What follows belongs to an exercise in optimizing a design on an open flow for a short achievable clock period and few clock cycles; a production flow would make more cautious choices. In this exercise RTL edits were held to simulation tests only and were not proved equivalent to the original. No activity file was given, so power comes from the tool's default toggle rates.

==> v34: inputs <==
## processor
module processor #(
	parameter int PC_W  = 16,
	parameter int BHT_W = 5
) (
	input  logic             clock,
	input  logic             rst_n,
	output logic [cpu_pkg::XLEN-1:0]  address_imem,
	input  logic [cpu_pkg::XLEN-1:0]  q_imem,
	output logic [cpu_pkg::XLEN-1:0]  address_dmem,
	output logic [cpu_pkg::XLEN-1:0]  data,
	output logic             wren,
	input  logic [cpu_pkg::XLEN-1:0]  q_dmem,
	output logic [cpu_pkg::REG_W-1:0] ctrl_read_reg_a,
	output logic [cpu_pkg::REG_W-1:0] ctrl_read_reg_b,
	input  logic [cpu_pkg::XLEN-1:0]  data_read_reg_a,
	input  logic [cpu_pkg::XLEN-1:0]  data_read_reg_b,
	output logic             reg_write_en,
	output logic [cpu_pkg::REG_W-1:0] reg_write_addr,
	output logic [cpu_pkg::XLEN-1:0]  reg_write_data
);
	logic             stall;
	logic             redirect;
	logic [PC_W-1:0]  redirect_pc;
	logic [PC_W-1:0]  f_pc;
	logic [PC_W-1:0]  f_pc1;
	logic             f_pred_taken;
	logic [PC_W-1:0]  f_br_tgt;
	logic [PC_W-1:0]  f_jr_guess;
	logic             fwd_e_a;
	logic             fwd_e_b;
	logic             fwd_w_a;
	logic             fwd_w_b;
	logic             d_valid;
	logic             d_is_mem;
	logic             d_writes;
	logic [cpu_pkg::REG_W-1:0] d_dest;
	logic [cpu_pkg::N_SEL-1:0] d_sel;
	logic             d_use_imm;
	logic [cpu_pkg::N_SEL+1:0] a_pick;
	logic [cpu_pkg::N_SEL+2:0] b_pick;
	logic [cpu_pkg::REG_W-1:0] d_const_reg;
	logic [PC_W-1:0]  d_const;
	logic             e_valid;
	logic             e_wen;
	logic [cpu_pkg::REG_W-1:0] e_dest;
	logic [cpu_pkg::XLEN-1:0]  e_a;
	logic [cpu_pkg::XLEN-1:0]  e_b;
	logic [15:0]      e_addr_lo;
	logic [15:0]      e_addr_hi;
	logic [15:0]      e_addr_hi_inc;
	logic [15:0]      e_addr_hi_dec;
	logic             e_addr_pick_inc;
	logic             e_addr_pick_dec;
	logic             e_wen_v;
	logic [cpu_pkg::N_SEL-1:0] e_sel;
	logic [cpu_pkg::REG_W-1:0] e_shamt;
	logic [PC_W-1:0]  e_pc1;
	logic             e_is_sw;
	logic             e_is_bne;
	logic             e_is_blt;
	logic             e_is_jr;
	logic             e_cnt_a;
	logic             e_cnt_b;
  ...
clock: 6.5 ns
lec_check: 0
abc_clock_period_in_ps: 2000
cap_margin: 20
core_margin: 2
core_utilization: 40
setup_slack_margin: 3.6
slew_margin: 20
standard.sh (not shown) runs the stock make flow with config.mk's settings and CLKGATE_MAP_FILE= SYNTH_SCRIPT=/design/flow/synth_recipe.tcl, a recipe that flattens the netlist after the stock synthesis.
==> flow/flow/run.sh <==
#!/bin/bash
# Layout flow: the standard flow, with the port buffers that global placement
# inserts made plain buffers (buf_4) instead of the delay cells picked by default.
# Every tool's output goes to a log file in this folder.
set -o pipefail
cp standard.sh standard_sh.txt
export BUFFER_PORTS_ARGS="-buffer_cell sky130_fd_sc_hd__buf_4"
echo "BUFFER_PORTS_ARGS=$BUFFER_PORTS_ARGS" > run_env.log
bash standard.sh > standard.log 2>&1
status=$?
echo "standard.sh exit $status" >> run_env.log
exit $status
==> v24: changes against v34 <==
--- a/flow/design.v
+++ b/flow/design.v
@@ -212,14 +212,12 @@
 	input  logic [PC_W-1:0]  redirect_pc,
 	input  logic [cpu_pkg::XLEN-1:0] q_imem,
 	input  logic             e_upd_en,    
 	input  logic             e_upd_taken,
 	input  logic             e_upd_back,
 	input  logic [PC_W-1:0]  e_upd_pc,
-	input  logic [PC_W-1:0]  e_upd_pcm1,    
-	input  logic             e_loop_pend,   
 	input  logic             e_upd_cnt_ok,   
 	input  logic [LP_W-1:0]  e_upd_cnt,
 	input  logic [cpu_pkg::REG_W-1:0] d_const_reg,   
 	input  logic [PC_W-1:0]  d_const,
 	output logic [PC_W-1:0]  pc,
 	output logic [PC_W-1:0]  pc1,
@@ -241,29 +239,27 @@
 	logic            bht_taken;
 	logic             upd_en;
 	logic [BHT_W-1:0] upd_idx;
 	logic             upd_taken;
 	logic             upd_back;
 	logic [PC_W-1:0]  upd_pc;
-	logic [PC_W-1:0]  upd_pcm1;
 	logic             upd_cnt_ok;
 	logic [LP_W-1:0]  upd_cnt;
 	logic [PC_W-1:0] lp_tag  [LP_N];
-	logic [PC_W-1:0] lp_tagm1 [LP_N];   
 	logic            lp_vld  [LP_N];
 	logic            lp_trv  [LP_N];   
 	logic [LP_W-1:0] lp_trip [LP_N];
 	logic [LP_W-1:0] lp_cur  [LP_N];
 	logic [LP_N-1:0] lp_hit;
 	logic [LP_N-1:0] lp_uhit;
 	logic [LP_IW-1:0] lp_next;
 	logic            lp_use;
 	logic            lp_taken;
 	logic            lk_valid;
-	logic            pend_e;
-	logic            pend_u;
+	logic            lk_bht_known;
+	logic            lk_bht_taken;
 	logic            lk_lp_use;
 	logic            lk_lp_taken;
 	assign opc    = q_imem[31:27];
 	assign is_jmp = (opc == cpu_pkg::OP_J) || (opc == cpu_pkg::OP_JAL);
 	assign is_br  = (opc == cpu_pkg::OP_BNE) || (opc == cpu_pkg::OP_BLT);
 	assign is_jr  = (opc == cpu_pkg::OP_JR);
@@ -278,63 +274,62 @@
 		.a    (pc),
 		.b    (q_imem[15:0]),
 		.sum  (br_tgt),
 		.cout ()
 	);
 	assign address_imem = cpu_pkg::XLEN'(pc);
-	assign pend_e = e_loop_pend && e_upd_pcm1 == pc;
-	assign pend_u = upd_en && upd_back && upd_taken && upd_pcm1 == pc;
 	always_comb begin
 		lp_use   = 1'b0;
 		lp_taken = 1'b0;
 		for (int i = 0; i < LP_N; i++) begin
-			lp_hit[i]  = lp_vld[i] && lp_tagm1[i] == pc;
+			lp_hit[i]  = lp_vld[i] && lp_tag[i] == pc1;
 			lp_uhit[i] = lp_vld[i] && lp_tag[i] == upd_pc;
 			if (lp_hit[i] && lp_trv[i]) begin
-				lp_use = 1'b1;
-				if (pend_e && pend_u) begin
-					lp_taken = lp_cur[i] + LP_W'(2) != lp_trip[i];
-				end else if (pend_e || pend_u) begin
-					lp_taken = lp_cur[i] + LP_W'(1) != lp_trip[i];
-				end else begin
-					lp_taken = lp_cur[i] != lp_trip[i];
-				end
+				lp_use   = 1'b1;
+				lp_taken = lp_cur[i] != lp_trip[i];
 			end
 		end
 	end
 	always_ff @(posedge clock) begin
 		if (!rst_n) begin
 			lk_valid <= 1'b0;
-		end else begin
-			lk_valid <= !redirect && !stall && !is_jmp && !pred_taken && !is_jr;
+		end else if (redirect || !stall) begin
+			lk_valid <= !redirect && !is_jmp && !pred_taken && !is_jr;
 		end
 	end
 	always_ff @(posedge clock) begin
-		lk_lp_use   <= lp_use;
-		lk_lp_taken <= lp_taken;
+		if (redirect || !stall) begin
+			lk_bht_known <= bht_vld[pc1[BHT_W-1:0]];
+			lk_bht_taken <= bht_ctr[pc1[BHT_W-1:0]][1];
+			lk_lp_use    <= lp_use;
+			lk_lp_taken  <= lp_taken;
+		end
 	end
 	always_comb begin
-		if (lk_valid && back && lk_lp_use) begin
+		if (!lk_valid) begin
+			bht_taken = back;
+		end else if (back && lk_lp_use) begin
 			bht_taken = lk_lp_taken;
-		end else if (bht_vld[pc[BHT_W-1:0]]) begin
-			bht_taken = bht_ctr[pc[BHT_W-1:0]][1];
+		end else if (lk_bht_known) begin
+			bht_taken = lk_bht_taken;
 		end else begin
 			bht_taken = back;
 		end
 	end
 	assign pred_taken = is_br && bht_taken;
-	assign pred_pc = ({PC_W{stall}} & pc)
-	               | ({PC_W{!stall && is_jmp}} & q_imem[15:0])
-	               | ({PC_W{!stall && pred_taken}} & br_tgt)
-	               | ({PC_W{!stall && is_jr}} & jr_guess)
-	               | ({PC_W{!stall && !is_jmp && !pred_taken && !is_jr}} & pc1);
+	assign pred_pc = ({PC_W{is_jmp}} & q_imem[15:0])
+	               | ({PC_W{pred_taken}} & br_tgt)
+	               | ({PC_W{is_jr}} & jr_guess)
+	               | ({PC_W{!is_jmp && !pred_taken && !is_jr}} & pc1);
 	always_ff @(posedge clock) begin
 		if (!rst_n) begin
 			pc <= '0;
-		end else begin
-			pc <= redirect ? redirect_pc : pred_pc;
+		end else if (redirect) begin
+			pc <= redirect_pc;
+		end else if (!stall) begin
+			pc <= pred_pc;
 		end
 	end
 	assign upd_idx = upd_pc[BHT_W-1:0];
 	always_ff @(posedge clock) begin
 		if (!rst_n) begin
 			upd_en <= 1'b0;
@@ -343,13 +338,12 @@
 		end
 	end
 	always_ff @(posedge clock) begin
 		upd_taken <= e_upd_taken;
 		upd_back  <= e_upd_back;
 		upd_pc    <= e_upd_pc;
-		upd_pcm1  <= e_upd_pcm1;
 		upd_cnt_ok <= e_upd_cnt_ok;
 		upd_cnt    <= e_upd_cnt;
 	end
 	always_ff @(posedge clock) begin
 		if (!rst_n) begin
 			ras <= '0;
@@ -378,23 +372,21 @@
 		if (!rst_n) begin
 			lp_next <= '0;
 			for (int i = 0; i < LP_N; i++) begin
 				lp_vld[i]  <= 1'b0;
 				lp_trv[i]  <= 1'b0;
 				lp_tag[i]  <= '0;
-				lp_tagm1[i] <= '0;
 				lp_trip[i] <= '0;
 				lp_cur[i]  <= '0;
 			end
 		end else if (upd_en && upd_back) begin
 			if (lp_uhit == '0) begin
 				lp_next          <= lp_next + 1'b1;
 				lp_vld[lp_next]  <= 1'b1;
 				lp_trv[lp_next]  <= !upd_taken || upd_cnt_ok;
 				lp_tag[lp_next]  <= upd_pc;
-				lp_tagm1[lp_next] <= upd_pcm1;
 				lp_trip[lp_next] <= (upd_taken && upd_cnt_ok) ? upd_cnt : '0;
 				lp_cur[lp_next]  <= upd_taken ? LP_W'(1) : '0;
 			end else begin
 				for (int i = 0; i < LP_N; i++) begin
 					if (lp_uhit[i]) begin
 						if (upd_taken) begin
@@ -526,23 +518,21 @@
 	output logic             e_is_jr,
 	output logic             e_cnt_a,   
 	output logic             e_cnt_b,   
 	output logic             e_back,
 	output logic             e_pred_taken,
 	output logic [PC_W-1:0]  e_alt_pc,
-	output logic [PC_W-1:0]  e_pc,
-	output logic [PC_W-1:0]  e_pcm1   
+	output logic [PC_W-1:0]  e_pc
 );
 	logic [cpu_pkg::XLEN-1:0]  d_instr;
 	logic [PC_W-1:0]  d_pc1;
 	logic             d_pred_taken;
 	logic [PC_W-1:0]  d_br_tgt;
 	logic [PC_W-1:0]  d_jr_guess;
 	logic [PC_W-1:0]  d_alt_pc;
 	logic [PC_W-1:0]  d_pc;
-	logic [PC_W-1:0]  d_pcm1;
 	logic [cpu_pkg::REG_W-1:0] d_rb;
 	logic [4:0]       opc;
 	logic [cpu_pkg::REG_W-1:0] rd;
 	logic [cpu_pkg::REG_W-1:0] rs;
 	logic [4:0]       aluop;
 	logic [cpu_pkg::XLEN-1:0]  imm;
@@ -582,18 +572,12 @@
 	assign opc   = d_instr[31:27];
 	assign rd    = d_instr[26:22];
 	assign rs    = d_instr[21:17];
 	assign aluop = d_instr[6:2];
 	assign imm   = {{15{d_instr[16]}}, d_instr[16:0]};
 	assign d_alt_pc = (opc == cpu_pkg::OP_JR) ? d_jr_guess : (d_pred_taken ? d_pc1 : d_br_tgt);
-	prefix_add #(.W(PC_W)) u_pcm1 (
-		.a    (d_pc),
-		.b    ('1),
-		.sum  (d_pcm1),
-		.cout ()
-	);
 	assign ctrl_read_reg_a = rs;
 	assign ctrl_read_reg_b = d_rb;
 	assign d_writes        = d_valid && writes;
 	assign d_dest          = dest;
 	assign d_sel           = sel;
 	assign d_use_imm       = use_imm;
@@ -676,13 +660,12 @@
 		e_shamt      <= d_instr[11:7];
 		e_pc1        <= d_pc1;
 		e_back       <= d_instr[15];
 		e_pred_taken <= d_pred_taken;
 		e_alt_pc     <= d_alt_pc;
 		e_pc         <= d_pc;
-		e_pcm1       <= d_pcm1;
 		e_cnt_a      <= opc == cpu_pkg::OP_BLT && rd == '0;
 		e_cnt_b      <= opc == cpu_pkg::OP_BNE && rs == '0;
 	end
 endmodule
 module execute_stage #(
 	parameter int PC_W = 16
@@ -839,13 +822,12 @@
 	logic             cnt_ok;
 	logic [3:0]       cnt;
 	logic             e_back;
 	logic             e_pred_taken;
 	logic [PC_W-1:0]  e_alt_pc;
 	logic [PC_W-1:0]  e_pc;
-	logic [PC_W-1:0]  e_pcm1;
 	logic [cpu_pkg::XLEN-1:0]  e_result;
 	logic [cpu_pkg::N_SEL*cpu_pkg::XLEN-1:0] e_parts;
 	logic             br_resolved;
 	logic             br_taken;
 	assign e_wen_v = e_valid && e_wen;
 	pc_counter #(.PC_W(PC_W), .BHT_W(BHT_W)) u_fetch (
@@ -854,15 +836,13 @@
 		.stall        (stall),
 		.redirect     (redirect),
 		.redirect_pc  (redirect_pc),
 		.q_imem       (q_imem),
 		.e_upd_en     (br_resolved),
 		.e_upd_pc     (e_pc),
-		.e_upd_pcm1   (e_pcm1),
 		.e_upd_cnt_ok (cnt_ok),
-		.e_loop_pend  (e_valid && (e_is_bne || e_is_blt) && e_back && e_pred_taken),
 		.e_upd_cnt    (cnt),
 		.d_const_reg  (d_const_reg),
 		.d_const      (d_const),
 		.e_upd_taken  (br_taken),
 		.e_upd_back   (e_back),
 		.pc           (f_pc),
@@ -945,14 +925,13 @@
 		.e_is_jr         (e_is_jr),
 		.e_cnt_a         (e_cnt_a),
 		.e_cnt_b         (e_cnt_b),
 		.e_back          (e_back),
 		.e_pred_taken    (e_pred_taken),
 		.e_alt_pc        (e_alt_pc),
-		.e_pc            (e_pc),
-		.e_pcm1          (e_pcm1)
+		.e_pc            (e_pc)
 	);
 	execute_stage #(.PC_W(PC_W)) u_execute (
 		.e_a          (e_a),
 		.e_b          (e_b),
 		.e_addr_lo     (e_addr_lo),
 		.e_addr_hi     (e_addr_hi),
ABC_CLOCK_PERIOD_IN_PS = 1000   (was 2000)
==> comparison <==
Count of clock-buffer cells in the layout: v34 is higher than v24 (22). Of v34 and v24, v34 has the higher power (gap 24%, measured against v24). v24 produced a clean layout. v34 ran to the end with no violations. Between v24 and v34, the lower clock skew is in v34 (gap 0.0031 ns). Against v24, the final area of v34 is larger by 6.0%. In v24 the cell count is smaller than in v34, by about 5%. In v24 the global-route usage is lower than in v34, by 1.4 points. Between v34 and v24, the lower sequential power is in v24 (gap about 22%, measured against v24). Between v34 and v24, the lower non-clock buffer count is in v34 (gap 49).
==> figures <==
                                                                                      v24                        v34
Result of the run                                                          finished clean             finished clean
Count of multi-input gates                                                           3596                       3739
Area post-placement                                                             44600 um2                  48700 um2
Met3 Usage GRT                                                                     0.0921                      0.109
Clock buffer count from CTS                                                            76                         84
Max incr delay on CP                                                              0.38 ns                    0.37 ns
Total clock network power                                                         4.74 mW                    4.98 mW
Fraction of final layout cells sized beyond drive strength 1                        0.258                      0.226
CP Capture Point                                              u_fetch.pc[15]$_SDFFE_PN0P_  u_fetch.pc[13]$_SDFF_PN0_
Ratio of layout area to synthesized area                                           1.289x                     1.254x
Total track usage                                                                   0.342                      0.355
Number of synthesized flops with an enable pin                                        187                        247
Average wire length per cell after detail routing                                 28.7 um                    30.7 um
Total wire length                                                               191000 um                  215000 um
DP Cell Count                                                                        6214                       6587
Tmin final                                                                        3.21 ns                    3.61 ns
Placer congestion estimate                                                           1.05                       1.07
Main power group                                                        the clock network           sequential cells
Testbench counts of v34, summed over its fixed seeds: cycles 161,384.
Testbench counts of v24, summed over its fixed seeds: cycles 163,392.

-- port drivers added, routing unchanged --
In the flow no input, the clock included, has a driving cell. The finished layouts below were timed again as built, in two steps.
Step 1 (the two cells are an assumption about what drives the block):
set clk [get_ports {clock}]
set_driving_cell -lib_cell sky130_fd_sc_hd__clkbuf_16 $clk
set_driving_cell -lib_cell sky130_fd_sc_hd__buf_2 [delete_from_list [all_inputs] $clk]
Step 2 also shifts input and output timing later by t, the mid clock arrival at the registers, as if the neighbouring blocks saw the same clock.
Three values: ideal, step 1, step 2; two values: the first two.
| run | t, ns | setup slack, ns | clock arrival spread, ns | pins driven straight from the clock port |
|---|---|---|---|---|
| v34 | 0.762 | 2.891 / 2.891 / 2.790 | 0.048 / 0.047 | 1 |
| v24 | 0.734 | 3.292 / 3.322 / 2.587 | 0.047 / 0.047 | 1 |
After both steps setup and hold are still met in every run listed. For v24, which loses most, drivers alone change the setup slack by +0.030 ns; drivers and shift together by -0.705 ns.
